Source: an optimization exercise on an open RTL-to-GDS flow (aim: small area, a short achievable clock period and few clock cycles per item). Production flows keep margins and buffers that such runs may drop. At most, simulation tests tie the RTL to the original design; equivalence was not proved. Power figures rest on the tool's default switching activity, not on a simulated workload.

==> inputs of run a <==
==> flow/design.v <==
`default_nettype none
module soc_axi_regfile #(
  parameter int TAGW      = 16,
  parameter int MEM_BYTES = 64,
  parameter int NUM_LOG   = 2,
  parameter int ADDRW     = 13
) (
  input  logic                   aclk,
  input  logic                   rst,
  input  logic                   arvalid,
  output logic                   arready,
  input  logic [31:0]            araddr,
  input  logic [TAGW-1:0]        arid,
  input  logic [7:0]             arlen,
  input  logic [1:0]             arburst,
  input  logic [2:0]             arsize,
  output logic                   rvalid,
  input  logic                   rready,
  output logic [31:0]            rdata,
  output logic [1:0]             rresp,
  output logic [TAGW-1:0]        rid,
  output logic                   rlast,
  input  logic                   awvalid,
  output logic                   awready,
  input  logic [31:0]            awaddr,
  input  logic [TAGW-1:0]        awid,
  input  logic [7:0]             awlen,
  input  logic [1:0]             awburst,
  input  logic [2:0]             awsize,
  input  logic                   wvalid,
  output logic                   wready,
  input  logic [31:0]            wdata,
  input  logic [3:0]             wstrb,
  input  logic                   wlast,
  output logic                   bvalid,
  input  logic                   bready,
  output logic [1:0]             bresp,
  output logic [TAGW-1:0]        bid,
  input  logic [31:0]            gpio_in,
  output logic [31:0]            gpio_out,
  output logic [31:0]            pauser,
  output logic [255:0]           cptra_obf_key,
  input  logic [8*NUM_LOG-1:0]   log_char,
  input  logic [NUM_LOG-1:0]     log_empty,
  input  logic [NUM_LOG-1:0]     log_full,
  output logic [NUM_LOG-1:0]     log_rd
);
  localparam int          NW            = MEM_BYTES / 4;    
  localparam int          WAW           = ADDRW - 2;        
  localparam int          MWW           = $clog2(NW);
  localparam logic [1:0]  C_BURST_FIXED = 2'b00;
  localparam logic [1:0]  C_BURST_WRAP  = 2'b10;
  localparam logic [WAW-1:0] C_LOG_WBASE = WAW'(32'h1000 >> 2);
  logic w_unused;
  assign w_unused = ^{araddr[31:ADDRW], araddr[1:0], awaddr[31:ADDRW], awaddr[1:0], wlast};
  logic [NW-1:0][31:0] mem_q;
  logic            rh_v_q, rt_v_q;
  logic [WAW-1:0]  rh_addr_q, rt_addr_q;
  logic [7:0]      rh_rem_q, rt_len_q;
  logic            rh_fixed_q, rt_fixed_q;
  logic            rh_bad_q, rt_bad_q;
  logic [TAGW-1:0] rh_id_q, rt_id_q;
  logic            arready_q;
  logic            rvalid_q;
  logic [31:0]     rdata_q;
  logic            rerr_q;
  logic [TAGW-1:0] rid_q;
  logic            rlast_q;
  logic [NUM_LOG-1:0] rpop_q;
  logic [NUM_LOG-1:0] log_rd_q;
  logic            ar_hs;
  logic            ar_bad;
  logic            r_free;
  logic            r_gen;
  logic            r_hlast;
  logic            r_adv;
  logic [31:0]     r_data;
  logic            r_err;
  logic [NUM_LOG-1:0] r_pop;
  logic            r_block;
  assign ar_hs  = arvalid & arready_q;
  assign ar_bad = (arsize != 3'd2) || (arburst == C_BURST_WRAP);
  assign r_free = ~rvalid_q | rready;
  logic            s_v;
  logic [WAW-1:0]  s_addr;
  logic [7:0]      s_rem;
  logic            s_fixed, s_bad;
  logic [TAGW-1:0] s_id;
  always_comb begin
    if (rh_v_q) begin
      s_v = 1'b1; s_addr = rh_addr_q; s_rem = rh_rem_q; s_fixed = rh_fixed_q; s_bad = rh_bad_q; s_id = rh_id_q;
    end else begin
      s_v = ar_hs; s_addr = araddr[ADDRW-1:2]; s_rem = arlen; s_fixed = (arburst == C_BURST_FIXED); s_bad = ar_bad; s_id = arid;
    end
  end
  always_comb begin
    r_data  = 32'h0;
    r_err   = 1'b1;
    r_pop   = '0;
    r_block = 1'b0;
    if (!s_bad) begin
      if (s_addr[WAW-1:MWW] == '0) begin
        r_err = 1'b0;
        if (s_addr[MWW-1:0] == MWW'(2)) r_data = gpio_in;
        else                                r_data = mem_q[s_addr[MWW-1:0]];
      end else begin
        for (int n = 0; n < NUM_LOG; n++) begin
          if (s_addr[WAW-1:1] == (C_LOG_WBASE[WAW-1:1] | (WAW-1)'(n))) begin
            r_err = 1'b0;
            if (s_addr[0]) begin
              r_data = {30'h0, log_full[n], log_empty[n]};
            end else begin
              r_data   = {23'h0, ~log_empty[n], log_char[8*n +: 8]};
              r_pop[n] = ~log_empty[n];
              r_block  = (rvalid_q & rpop_q[n]) | log_rd_q[n];
            end
          end
        end
      end
    end
  end
  assign r_gen   = s_v & r_free & ~r_block;
  assign r_hlast = (s_rem == 8'h0);
  assign r_adv   = rh_v_q & r_gen & r_hlast;       
  always_ff @(posedge aclk) begin
    if (rst) begin
      rh_v_q    <= 1'b0;
      rt_v_q    <= 1'b0;
      arready_q <= 1'b1;
      rvalid_q  <= 1'b0;
      rpop_q    <= '0;
      log_rd_q  <= '0;
    end else begin
      if (!rh_v_q) begin
        rh_v_q <= ar_hs & ~(r_gen & r_hlast);
        arready_q <= 1'b1;
      end else if (r_adv) begin
        rh_v_q <= rt_v_q | ar_hs;
        rt_v_q <= rt_v_q & ar_hs;
        arready_q <= ~(rt_v_q & ar_hs);
      end else begin
        rt_v_q <= rt_v_q | ar_hs;
        arready_q <= ~(rt_v_q | ar_hs);
      end
      if (r_free) rvalid_q <= r_gen;
      if (r_gen) rpop_q <= r_pop;
      else if (r_free) rpop_q <= '0;
      log_rd_q <= (rvalid_q & rready) ? rpop_q : '0;
    end
  end
  always_ff @(posedge aclk) begin
    if (!rh_v_q) begin
      rh_addr_q  <= (r_gen && !s_fixed) ? s_addr + WAW'(1) : s_addr;
      rh_rem_q   <= r_gen ? s_rem - 8'h1 : s_rem;
      rh_fixed_q <= s_fixed;
      rh_bad_q   <= s_bad;
      rh_id_q    <= s_id;
    end else if (r_adv) begin
      if (rt_v_q) begin
        rh_addr_q  <= rt_addr_q;
        rh_rem_q   <= rt_len_q;
        rh_fixed_q <= rt_fixed_q;
        rh_bad_q   <= rt_bad_q;
        rh_id_q    <= rt_id_q;
      end else begin
        rh_addr_q  <= araddr[ADDRW-1:2];
        rh_rem_q   <= arlen;
        rh_fixed_q <= (arburst == C_BURST_FIXED);
        rh_bad_q   <= ar_bad;
        rh_id_q    <= arid;
      end
    end else if (r_gen) begin
      rh_rem_q <= rh_rem_q - 8'h1;
      if (!rh_fixed_q) rh_addr_q <= rh_addr_q + WAW'(1);
    end
    if (ar_hs) begin
      rt_addr_q  <= araddr[ADDRW-1:2];
      rt_len_q   <= arlen;
      rt_fixed_q <= (arburst == C_BURST_FIXED);
      rt_bad_q   <= ar_bad;
      rt_id_q    <= arid;
    end
    if (r_gen) begin
      rdata_q <= r_data;
      rerr_q  <= r_err;
      rid_q   <= s_id;
      rlast_q <= r_hlast;
    end
  end
  logic            wh_v_q, wt_v_q;
  logic [WAW-1:0]  wh_addr_q, wt_addr_q;
  logic [7:0]      wh_rem_q, wt_len_q;
  logic            wh_fixed_q, wt_fixed_q;
  logic            wh_bad_q, wt_bad_q;
  logic            wh_err_q;
  logic [TAGW-1:0] wh_id_q, wt_id_q;
  logic            awready_q;
  logic            wready_q;
  logic            bvalid_q;
  logic            berr_q;
  logic [TAGW-1:0] bid_q;
  logic            aw_hs;
  logic            aw_bad;
  logic            w_hs;
  logic            w_hlast;
  logic            w_adv;
  logic            w_inrange;
  logic            w_wr;
  logic            wh_v_d, wt_v_d, bvalid_d;
  logic [7:0]      wh_rem_d;
  assign aw_hs     = awvalid & awready_q;
  assign aw_bad    = (awsize != 3'd2) || (awburst == C_BURST_WRAP);
  assign w_hs      = wvalid & wready_q;
  assign w_hlast   = (wh_rem_q == 8'h0);
  assign w_adv     = ~wh_v_q | (w_hs & w_hlast);
  assign w_inrange = (wh_addr_q[WAW-1:MWW] == '0);
  assign w_wr      = w_hs & ~wh_bad_q & w_inrange;
  always_comb begin
    if (w_adv) begin
      wh_v_d   = wt_v_q | aw_hs;
      wt_v_d   = wt_v_q & aw_hs;
      wh_rem_d = wt_v_q ? wt_len_q : awlen;
    end else begin
      wh_v_d   = wh_v_q;
      wt_v_d   = wt_v_q | aw_hs;
      wh_rem_d = w_hs ? wh_rem_q - 8'h1 : wh_rem_q;
    end
    bvalid_d = (bvalid_q & ~bready) | (w_hs & w_hlast);
  end
  always_ff @(posedge aclk) begin
    if (rst) begin
      wh_v_q    <= 1'b0;
      wt_v_q    <= 1'b0;
      awready_q <= 1'b1;
      wready_q  <= 1'b0;
      bvalid_q  <= 1'b0;
    end else begin
      wh_v_q    <= wh_v_d;
      wt_v_q    <= wt_v_d;
      awready_q <= ~wt_v_d;
      wready_q  <= wh_v_d & ((wh_rem_d != 8'h0) | ~bvalid_d);
      bvalid_q  <= bvalid_d;
    end
  end
  always_ff @(posedge aclk) begin
    wh_rem_q <= wh_rem_d;
    if (w_adv) begin
      wh_err_q <= 1'b0;
      if (wt_v_q) begin
        wh_addr_q  <= wt_addr_q;
        wh_fixed_q <= wt_fixed_q;
        wh_bad_q   <= wt_bad_q;
        wh_id_q    <= wt_id_q;
      end else begin
        wh_addr_q  <= awaddr[ADDRW-1:2];
        wh_fixed_q <= (awburst == C_BURST_FIXED);
        wh_bad_q   <= aw_bad;
        wh_id_q    <= awid;
      end
    end else if (w_hs) begin
      wh_err_q <= wh_err_q | wh_bad_q | ~w_inrange;
      if (!wh_fixed_q) wh_addr_q <= wh_addr_q + WAW'(1);
    end
    if (aw_hs) begin
      wt_addr_q  <= awaddr[ADDRW-1:2];
      wt_len_q   <= awlen;
      wt_fixed_q <= (awburst == C_BURST_FIXED);
      wt_bad_q   <= aw_bad;
      wt_id_q    <= awid;
    end
    if (w_hs & w_hlast) begin
      berr_q <= wh_err_q | wh_bad_q | ~w_inrange;
      bid_q  <= wh_id_q;
    end
  end
  logic [31:0] w_lane;
  assign w_lane = rst ? 32'h0 : wdata;
  for (genvar gw = 0; gw < NW; gw++) begin : g_word
    if (gw == 2) begin : g_hole
      assign mem_q[gw] = 32'h0;
    end else begin : g_store
      for (genvar gb = 0; gb < 4; gb++) begin : g_byte
        logic en;
        assign en = rst | (w_wr & wstrb[gb] & (wh_addr_q[MWW-1:0] == MWW'(gw)));
        always_ff @(posedge aclk) begin
          if (en) mem_q[gw][8*gb +: 8] <= w_lane[8*gb +: 8];
        end
      end
    end
  end
  assign arready  = arready_q;
  assign rvalid   = rvalid_q;
  assign rdata    = rdata_q;
  assign rresp    = {rerr_q, 1'b0};
  assign rid      = rid_q;
  assign rlast    = rlast_q;
  assign log_rd   = log_rd_q;
  assign awready  = awready_q;
  assign wready   = wready_q;
  assign bvalid   = bvalid_q;
  assign bresp    = {berr_q, 1'b0};
  assign bid      = bid_q;
  assign gpio_out = mem_q[0];
  assign pauser   = mem_q[3];
  for (genvar gi = 0; gi < 8; gi++) begin : g_key
    assign cptra_obf_key[32*gi +: 32] = mem_q[8+gi];
  end
endmodule
`default_nettype wire
==> flow/run.sh <==
#!/bin/bash
# synth_recipe.tcl (not shown) runs the flow's synth.tcl, then flattens the netlist and writes it again
# the make line also repeats each setting of config.mk as NAME=value (left out here)
make -C /OpenROAD-flow-scripts/flow DESIGN_CONFIG=/design/flow/config.mk WORK_HOME=/design/flow/orfs CLKGATE_MAP_FILE= SYNTH_SCRIPT=/design/flow/synth_recipe.tcl finish
==> flow/config.mk <==
export PLATFORM = sky130hd
export DESIGN_NAME = soc_axi_regfile
export DESIGN_NICKNAME = soc_axi_regfile
export VERILOG_FILES = /design/flow/design.v
export SDC_FILE = /design/flow/constraint.sdc
export NUM_CORES = 4
export LEC_CHECK = 0
export CAP_MARGIN = 20
export CORE_MARGIN = 2
export CORE_UTILIZATION = 40
export PLACE_DENSITY = 0.6
export SLEW_MARGIN = 20
==> flow/constraint.sdc <==
create_clock -name core_clock -period 4.0 [get_ports {aclk}]
set_input_delay 0.8000 -clock core_clock [delete_from_list [all_inputs] [get_ports {aclk}]]
set_output_delay 0.8000 -clock core_clock [all_outputs]
set_load 0.01 [all_outputs]
==> inputs of run b, as changes to run a <==
--- a/flow/design.v
+++ b/flow/design.v
@@ -54,11 +54,36 @@
   logic w_unused;
   assign w_unused = ^{araddr[31:ADDRW], araddr[1:0], awaddr[31:ADDRW], awaddr[1:0], wlast};
-  logic [NW-1:0][31:0] mem_q;
+  logic [NW-1:0][31:0] mem_q;    
+  localparam int DW = NW + 2 * NUM_LOG + 1;
+  function automatic logic [DW-1:0] rdec(input logic [WAW-1:0] a, input logic bad);
+    logic [NW-1:0]      sel;
+    logic [NUM_LOG-1:0] ld, ls;
+    logic               ok;
+    sel = '0; ld = '0; ls = '0; ok = 1'b0;
+    if (!bad) begin
+      if (a[WAW-1:MWW] == '0) begin
+        ok = 1'b1;
+        sel[a[MWW-1:0]] = 1'b1;
+      end
+      for (int n = 0; n < NUM_LOG; n++) begin
+        if (a[WAW-1:1] == (C_LOG_WBASE[WAW-1:1] | (WAW-1)'(n))) begin
+          ok = 1'b1;
+          if (a[0]) ls[n] = 1'b1;
+          else      ld[n] = 1'b1;
+        end
+      end
+    end
+    rdec = {ok, ls, ld, sel};
+  endfunction
   logic            rh_v_q, rt_v_q;
   logic [WAW-1:0]  rh_addr_q, rt_addr_q;
   logic [7:0]      rh_rem_q, rt_len_q;
+  logic            rh_last_q;
   logic            rh_fixed_q, rt_fixed_q;
   logic            rh_bad_q, rt_bad_q;
   logic [TAGW-1:0] rh_id_q, rt_id_q;
+  logic [NW-1:0]   rh_sel_q;
+  logic [NUM_LOG-1:0] rh_ld_q, rh_ls_q;
+  logic            rh_ok_q;
   logic            arready_q;
   logic            rvalid_q;
@@ -71,56 +96,59 @@
   logic            ar_hs;
   logic            ar_bad;
+  logic            ar_fixed;
   logic            r_free;
   logic            r_gen;
-  logic            r_hlast;
   logic            r_adv;
   logic [31:0]     r_data;
-  logic            r_err;
   logic [NUM_LOG-1:0] r_pop;
   logic            r_block;
-  assign ar_hs  = arvalid & arready_q;
-  assign ar_bad = (arsize != 3'd2) || (arburst == C_BURST_WRAP);
-  assign r_free = ~rvalid_q | rready;
-  logic            s_v;
-  logic [WAW-1:0]  s_addr;
-  logic [7:0]      s_rem;
-  logic            s_fixed, s_bad;
-  logic [TAGW-1:0] s_id;
+  logic [DW-1:0]   r_dec_nxt;    
+  logic [DW-1:0]   r_dec_new;    
+  logic [WAW-1:0]  r_addr_nxt;
+  assign ar_hs    = arvalid & arready_q;
+  assign ar_bad   = (arsize != 3'd2) || (arburst == C_BURST_WRAP);
+  assign ar_fixed = (arburst == C_BURST_FIXED);
+  assign r_free   = ~rvalid_q | rready;
   always_comb begin
-    if (rh_v_q) begin
-      s_v = 1'b1; s_addr = rh_addr_q; s_rem = rh_rem_q; s_fixed = rh_fixed_q; s_bad = rh_bad_q; s_id = rh_id_q;
-    end else begin
-      s_v = ar_hs; s_addr = araddr[ADDRW-1:2]; s_rem = arlen; s_fixed = (arburst == C_BURST_FIXED); s_bad = ar_bad; s_id = arid;
+    r_data = 32'h0;
+    for (int w = 0; w < NW; w++) begin
+      if (w == 2) r_data = r_data | ({32{rh_sel_q[w]}} & gpio_in);
+      else        r_data = r_data | ({32{rh_sel_q[w]}} & mem_q[w]);
+    end
+    r_block = 1'b0;
+    for (int n = 0; n < NUM_LOG; n++) begin
+      r_data[8:0] = r_data[8:0] | ({9{rh_ld_q[n]}} & {~log_empty[n], log_char[8*n +: 8]});
+      r_data[1:0] = r_data[1:0] | ({2{rh_ls_q[n]}} & {log_full[n], log_empty[n]});
+      r_pop[n]    = rh_ld_q[n] & ~log_empty[n];
+      r_block     = r_block | (rh_ld_q[n] & ((rvalid_q & rpop_q[n]) | log_rd_q[n]));
     end
   end
+  assign r_gen      = rh_v_q & r_free & ~r_block;
+  assign r_adv      = ~rh_v_q | (r_gen & rh_last_q);    
+  assign r_addr_nxt = rh_fixed_q ? rh_addr_q : rh_addr_q + WAW'(1);
+  logic r_at_top, r_at_logm1;
+  logic [2*NUM_LOG-1:0] r_lw, r_lw_nxt;
+  logic [NW-1:0] r_sel_nxt;
+  assign r_at_top   = ~rh_bad_q & (rh_addr_q == '1);
+  assign r_at_logm1 = ~rh_bad_q & (rh_addr_q == C_LOG_WBASE - WAW'(1));
   always_comb begin
-    r_data  = 32'h0;
-    r_err   = 1'b1;
-    r_pop   = '0;
-    r_block = 1'b0;
-    if (!s_bad) begin
-      if (s_addr[WAW-1:MWW] == '0) begin
-        r_err = 1'b0;
-        if (s_addr[MWW-1:0] == MWW'(2)) r_data = gpio_in;
-        else                                r_data = mem_q[s_addr[MWW-1:0]];
-      end else begin
-        for (int n = 0; n < NUM_LOG; n++) begin
-          if (s_addr[WAW-1:1] == (C_LOG_WBASE[WAW-1:1] | (WAW-1)'(n))) begin
-            r_err = 1'b0;
-            if (s_addr[0]) begin
-              r_data = {30'h0, log_full[n], log_empty[n]};
-            end else begin
-              r_data   = {23'h0, ~log_empty[n], log_char[8*n +: 8]};
-              r_pop[n] = ~log_empty[n];
-              r_block  = (rvalid_q & rpop_q[n]) | log_rd_q[n];
-            end
-          end
-        end
+    for (int n = 0; n < NUM_LOG; n++) begin
+      r_lw[2*n]   = rh_ld_q[n];
+      r_lw[2*n+1] = rh_ls_q[n];
+    end
+    r_lw_nxt  = {r_lw[2*NUM_LOG-2:0], r_at_logm1};
+    r_sel_nxt = {rh_sel_q[NW-2:0], r_at_top};
+    if (rh_fixed_q) begin
+      r_dec_nxt = {rh_ok_q, rh_ls_q, rh_ld_q, rh_sel_q};
+    end else begin
+      r_dec_nxt[NW-1:0] = r_sel_nxt;
+      for (int n = 0; n < NUM_LOG; n++) begin
+        r_dec_nxt[NW+n]         = r_lw_nxt[2*n];
+        r_dec_nxt[NW+NUM_LOG+n] = r_lw_nxt[2*n+1];
       end
+      r_dec_nxt[DW-1] = (rh_ok_q & ~rh_sel_q[NW-1] & ~r_lw[2*NUM_LOG-1]) | r_at_top | r_at_logm1;
     end
   end
-  assign r_gen   = s_v & r_free & ~r_block;
-  assign r_hlast = (s_rem == 8'h0);
-  assign r_adv   = rh_v_q & r_gen & r_hlast;       
+  assign r_dec_new  = rt_v_q ? rdec(rt_addr_q, rt_bad_q) : rdec(araddr[ADDRW-1:2], ar_bad);
   always_ff @(posedge aclk) begin
     if (rst) begin
@@ -132,8 +160,5 @@
       log_rd_q  <= '0;
     end else begin
-      if (!rh_v_q) begin
-        rh_v_q <= ar_hs & ~(r_gen & r_hlast);
-        arready_q <= 1'b1;
-      end else if (r_adv) begin
+      if (r_adv) begin
         rh_v_q <= rt_v_q | ar_hs;
         rt_v_q <= rt_v_q & ar_hs;
@@ -150,14 +175,10 @@
   end
   always_ff @(posedge aclk) begin
-    if (!rh_v_q) begin
-      rh_addr_q  <= (r_gen && !s_fixed) ? s_addr + WAW'(1) : s_addr;
-      rh_rem_q   <= r_gen ? s_rem - 8'h1 : s_rem;
-      rh_fixed_q <= s_fixed;
-      rh_bad_q   <= s_bad;
-      rh_id_q    <= s_id;
-    end else if (r_adv) begin
+    if (r_adv) begin
+      {rh_ok_q, rh_ls_q, rh_ld_q, rh_sel_q} <= r_dec_new;
       if (rt_v_q) begin
         rh_addr_q  <= rt_addr_q;
         rh_rem_q   <= rt_len_q;
+        rh_last_q  <= (rt_len_q == 8'h0);
         rh_fixed_q <= rt_fixed_q;
         rh_bad_q   <= rt_bad_q;
@@ -166,16 +187,19 @@
         rh_addr_q  <= araddr[ADDRW-1:2];
         rh_rem_q   <= arlen;
-        rh_fixed_q <= (arburst == C_BURST_FIXED);
+        rh_last_q  <= (arlen == 8'h0);
+        rh_fixed_q <= ar_fixed;
         rh_bad_q   <= ar_bad;
         rh_id_q    <= arid;
       end
     end else if (r_gen) begin
-      rh_rem_q <= rh_rem_q - 8'h1;
-      if (!rh_fixed_q) rh_addr_q <= rh_addr_q + WAW'(1);
+      rh_rem_q  <= rh_rem_q - 8'h1;
+      rh_last_q <= (rh_rem_q == 8'h1);
+      rh_addr_q <= r_addr_nxt;
+      {rh_ok_q, rh_ls_q, rh_ld_q, rh_sel_q} <= r_dec_nxt;
     end
     if (ar_hs) begin
       rt_addr_q  <= araddr[ADDRW-1:2];
       rt_len_q   <= arlen;
-      rt_fixed_q <= (arburst == C_BURST_FIXED);
+      rt_fixed_q <= ar_fixed;
       rt_bad_q   <= ar_bad;
       rt_id_q    <= arid;
@@ -183,7 +207,7 @@
     if (r_gen) begin
       rdata_q <= r_data;
-      rerr_q  <= r_err;
-      rid_q   <= s_id;
-      rlast_q <= r_hlast;
+      rerr_q  <= ~rh_ok_q;
+      rid_q   <= rh_id_q;
+      rlast_q <= rh_last_q;
     end
   end
@@ -280,11 +304,13 @@
       assign mem_q[gw] = 32'h0;
     end else begin : g_store
+      logic [31:0] word_q;
       for (genvar gb = 0; gb < 4; gb++) begin : g_byte
         logic en;
         assign en = rst | (w_wr & wstrb[gb] & (wh_addr_q[MWW-1:0] == MWW'(gw)));
         always_ff @(posedge aclk) begin
-          if (en) mem_q[gw][8*gb +: 8] <= w_lane[8*gb +: 8];
+          if (en) word_q[8*gb +: 8] <= w_lane[8*gb +: 8];
         end
       end
+      assign mem_q[gw] = word_q;
     end
   end
==> flow/flow/run.sh (new file) <==
#!/bin/bash
# Standard ORFS layout; only the port buffers use a small plain buffer cell.
set -euo pipefail
export BUFFER_PORTS_ARGS="-buffer_cell sky130_fd_sc_hd__buf_1"
bash standard.sh > flow.log 2>&1
==> flow/standard.sh (new file) <==
#!/bin/bash
# synth_recipe.tcl (not shown) runs the flow's synth.tcl, then flattens the netlist and writes it again
# the make line also repeats each setting of config.mk as NAME=value (left out here)
make -C /OpenROAD-flow-scripts/flow DESIGN_CONFIG=/design/flow/config.mk WORK_HOME=/design/flow/orfs CLKGATE_MAP_FILE= SYNTH_SCRIPT=/design/flow/synth_recipe.tcl "${@:-finish}"
- CORE_UTILIZATION: 40 -> 55
- CTS_CLUSTER_DIAMETER: unset -> 100
- CTS_CLUSTER_SIZE: unset -> 30
- PLACE_DENSITY: 0.6 -> 0.7
- SETUP_SLACK_MARGIN: unset -> 1.9
removed: flow/run.sh
==> inputs of run c, as changes to run a <==
--- a/flow/design.v
+++ b/flow/design.v
@@ -82,16 +82,4 @@
   assign ar_bad = (arsize != 3'd2) || (arburst == C_BURST_WRAP);
   assign r_free = ~rvalid_q | rready;
-  logic            s_v;
-  logic [WAW-1:0]  s_addr;
-  logic [7:0]      s_rem;
-  logic            s_fixed, s_bad;
-  logic [TAGW-1:0] s_id;
-  always_comb begin
-    if (rh_v_q) begin
-      s_v = 1'b1; s_addr = rh_addr_q; s_rem = rh_rem_q; s_fixed = rh_fixed_q; s_bad = rh_bad_q; s_id = rh_id_q;
-    end else begin
-      s_v = ar_hs; s_addr = araddr[ADDRW-1:2]; s_rem = arlen; s_fixed = (arburst == C_BURST_FIXED); s_bad = ar_bad; s_id = arid;
-    end
-  end
   always_comb begin
     r_data  = 32'h0;
@@ -99,14 +87,14 @@
     r_pop   = '0;
     r_block = 1'b0;
-    if (!s_bad) begin
-      if (s_addr[WAW-1:MWW] == '0) begin
+    if (!rh_bad_q) begin
+      if (rh_addr_q[WAW-1:MWW] == '0) begin
         r_err = 1'b0;
-        if (s_addr[MWW-1:0] == MWW'(2)) r_data = gpio_in;
-        else                                r_data = mem_q[s_addr[MWW-1:0]];
+        if (rh_addr_q[MWW-1:0] == MWW'(2)) r_data = gpio_in;
+        else                                r_data = mem_q[rh_addr_q[MWW-1:0]];
       end else begin
         for (int n = 0; n < NUM_LOG; n++) begin
-          if (s_addr[WAW-1:1] == (C_LOG_WBASE[WAW-1:1] | (WAW-1)'(n))) begin
+          if (rh_addr_q[WAW-1:1] == (C_LOG_WBASE[WAW-1:1] | (WAW-1)'(n))) begin
             r_err = 1'b0;
-            if (s_addr[0]) begin
+            if (rh_addr_q[0]) begin
               r_data = {30'h0, log_full[n], log_empty[n]};
             end else begin
@@ -120,7 +108,7 @@
     end
   end
-  assign r_gen   = s_v & r_free & ~r_block;
-  assign r_hlast = (s_rem == 8'h0);
-  assign r_adv   = rh_v_q & r_gen & r_hlast;       
+  assign r_gen   = rh_v_q & r_free & ~r_block;
+  assign r_hlast = (rh_rem_q == 8'h0);
+  assign r_adv   = ~rh_v_q | (r_gen & r_hlast);    
   always_ff @(posedge aclk) begin
     if (rst) begin
@@ -132,8 +120,5 @@
       log_rd_q  <= '0;
     end else begin
-      if (!rh_v_q) begin
-        rh_v_q <= ar_hs & ~(r_gen & r_hlast);
-        arready_q <= 1'b1;
-      end else if (r_adv) begin
+      if (r_adv) begin
         rh_v_q <= rt_v_q | ar_hs;
         rt_v_q <= rt_v_q & ar_hs;
@@ -150,11 +135,5 @@
   end
   always_ff @(posedge aclk) begin
-    if (!rh_v_q) begin
-      rh_addr_q  <= (r_gen && !s_fixed) ? s_addr + WAW'(1) : s_addr;
-      rh_rem_q   <= r_gen ? s_rem - 8'h1 : s_rem;
-      rh_fixed_q <= s_fixed;
-      rh_bad_q   <= s_bad;
-      rh_id_q    <= s_id;
-    end else if (r_adv) begin
+    if (r_adv) begin
       if (rt_v_q) begin
         rh_addr_q  <= rt_addr_q;
@@ -184,5 +163,5 @@
       rdata_q <= r_data;
       rerr_q  <= r_err;
-      rid_q   <= s_id;
+      rid_q   <= rh_id_q;
       rlast_q <= r_hlast;
     end
==> comparison <==
- Against run c, the die area of run a is higher by 2.9%.
- Power: run b < run a < run c.
- Maximum frequency: run a < run c < run b.
- Run c completed without violations. Run a finished clean. Run b passed the timing, design-rule and antenna checks.
- In run a the sequential power is smaller than in run b, by about 3.6%.
- Between run c and run a, the lower clock skew is in run c (gap 27 ps).
- Synthesized cell count: run a > run c > run b.
- Area after synthesis, highest first: run a, run c, run b.
- The lowest cell area belongs to run b, the highest to run a.
- Against run b, the via count of run a is larger by about 2%.
- Between run a and run b, the lower setup slack is in run a (gap 1000 ps).
==> figures <==
item                                                                    run a               run c                                   run b
Run status                                   no timing/DRC/antenna violations  no timing/DRC/antenna violations        no timing/DRC/antenna violations
Sequential element share of the synthesized area                        65.7%               67.6%                                   76.0%
Combinational share of power                                            17.0%               17.9%                                   18.2%
Wire length of the first global-routing pass                  142,000 microns     129,000 microns                         127,000 microns
Cell count after placement                                              3,617               3,238                                   2,922
Global placer's final weighted congestion                               0.846               0.814                                   0.931
Critical register-to-register path endpoint          rdata_q[2]$_SDFFCE_PP0N_  rid_q[0]$_DFFE_PP_  g_word[8].g_store.word_q[14]$_DFFE_PP_
Grt met2 use                                                            40.2%               37.2%                                   54.6%
Power Sequential                                                      9230 uW             9210 uW                                 9570 uW
Largest net degree at the start of global routing                          92                  95                                      62
Post-placement setup slack                                             136 ps              739 ps                                  696 ps
Tapcells                                                                1,050               1,040                                     680
Compound-gate portion of the synthesized area                           6.91%               5.10%                                   12.2%
Hpwl dp                                                        70,800 microns      64,600 microns                          61,300 microns
Required time at the worst-slack endpoint                             4360 ps             4290 ps                                 4330 ps
Routed length on met1                                          40,000 microns      35,600 microns                          33,300 microns
Simple-gate portion of the synthesized area                             7.53%               4.14%                                   6.17%
Portion of the layout cell area used by clock cells                     6.32%               6.44%                                   2.44%
Via count of the first global-routing pass                             20,676              18,145                                  19,072
Die W                                                             287 microns         283 microns                             232 microns
Row count                                                                 103                 102                                      83
Critical path's largest stage delay                                    690 ps              700 ps                                  580 ps
Testbench counts of run a, summed over its fixed seeds: cycles 11,226, items 2,560.
Testbench counts of run c, summed over its fixed seeds: cycles 11,516, items 2,560.
The RTL of run b was laid out without a check of its function.

==> re-timing with driven ports <==
How much do the figures lean on ideal ports? The routed layouts below were timed once more, with nothing changed but the port constraints. Step 1 assumes that a clkbuf_16 drives the clock port and a buf_2 every other input. Step 2 times the ports against the registers' clock, not the clock port: input delays grow and output delays shrink by t, the midpoint of the rising clock arrivals with the driver on. a / b / c = no drivers / after step 1 / after step 2; a / b = the first two.
run | t, ns | setup WS [ns] | clock arrival spread, ns
run a | 0.681 | 0.728 / 0.728 / 0.147 | 0.060 / 0.060
run b | 0.661 | 1.746 / 1.746 / 1.247 | 0.022 / 0.022
run c | 0.675 | 0.837 / 0.837 / 0.717 | 0.034 / 0.034
After both steps setup and hold are still met in every run listed. For run a, which loses most, drivers alone change the setup slack by 0.000 ns; drivers and shift together by -0.581 ns.
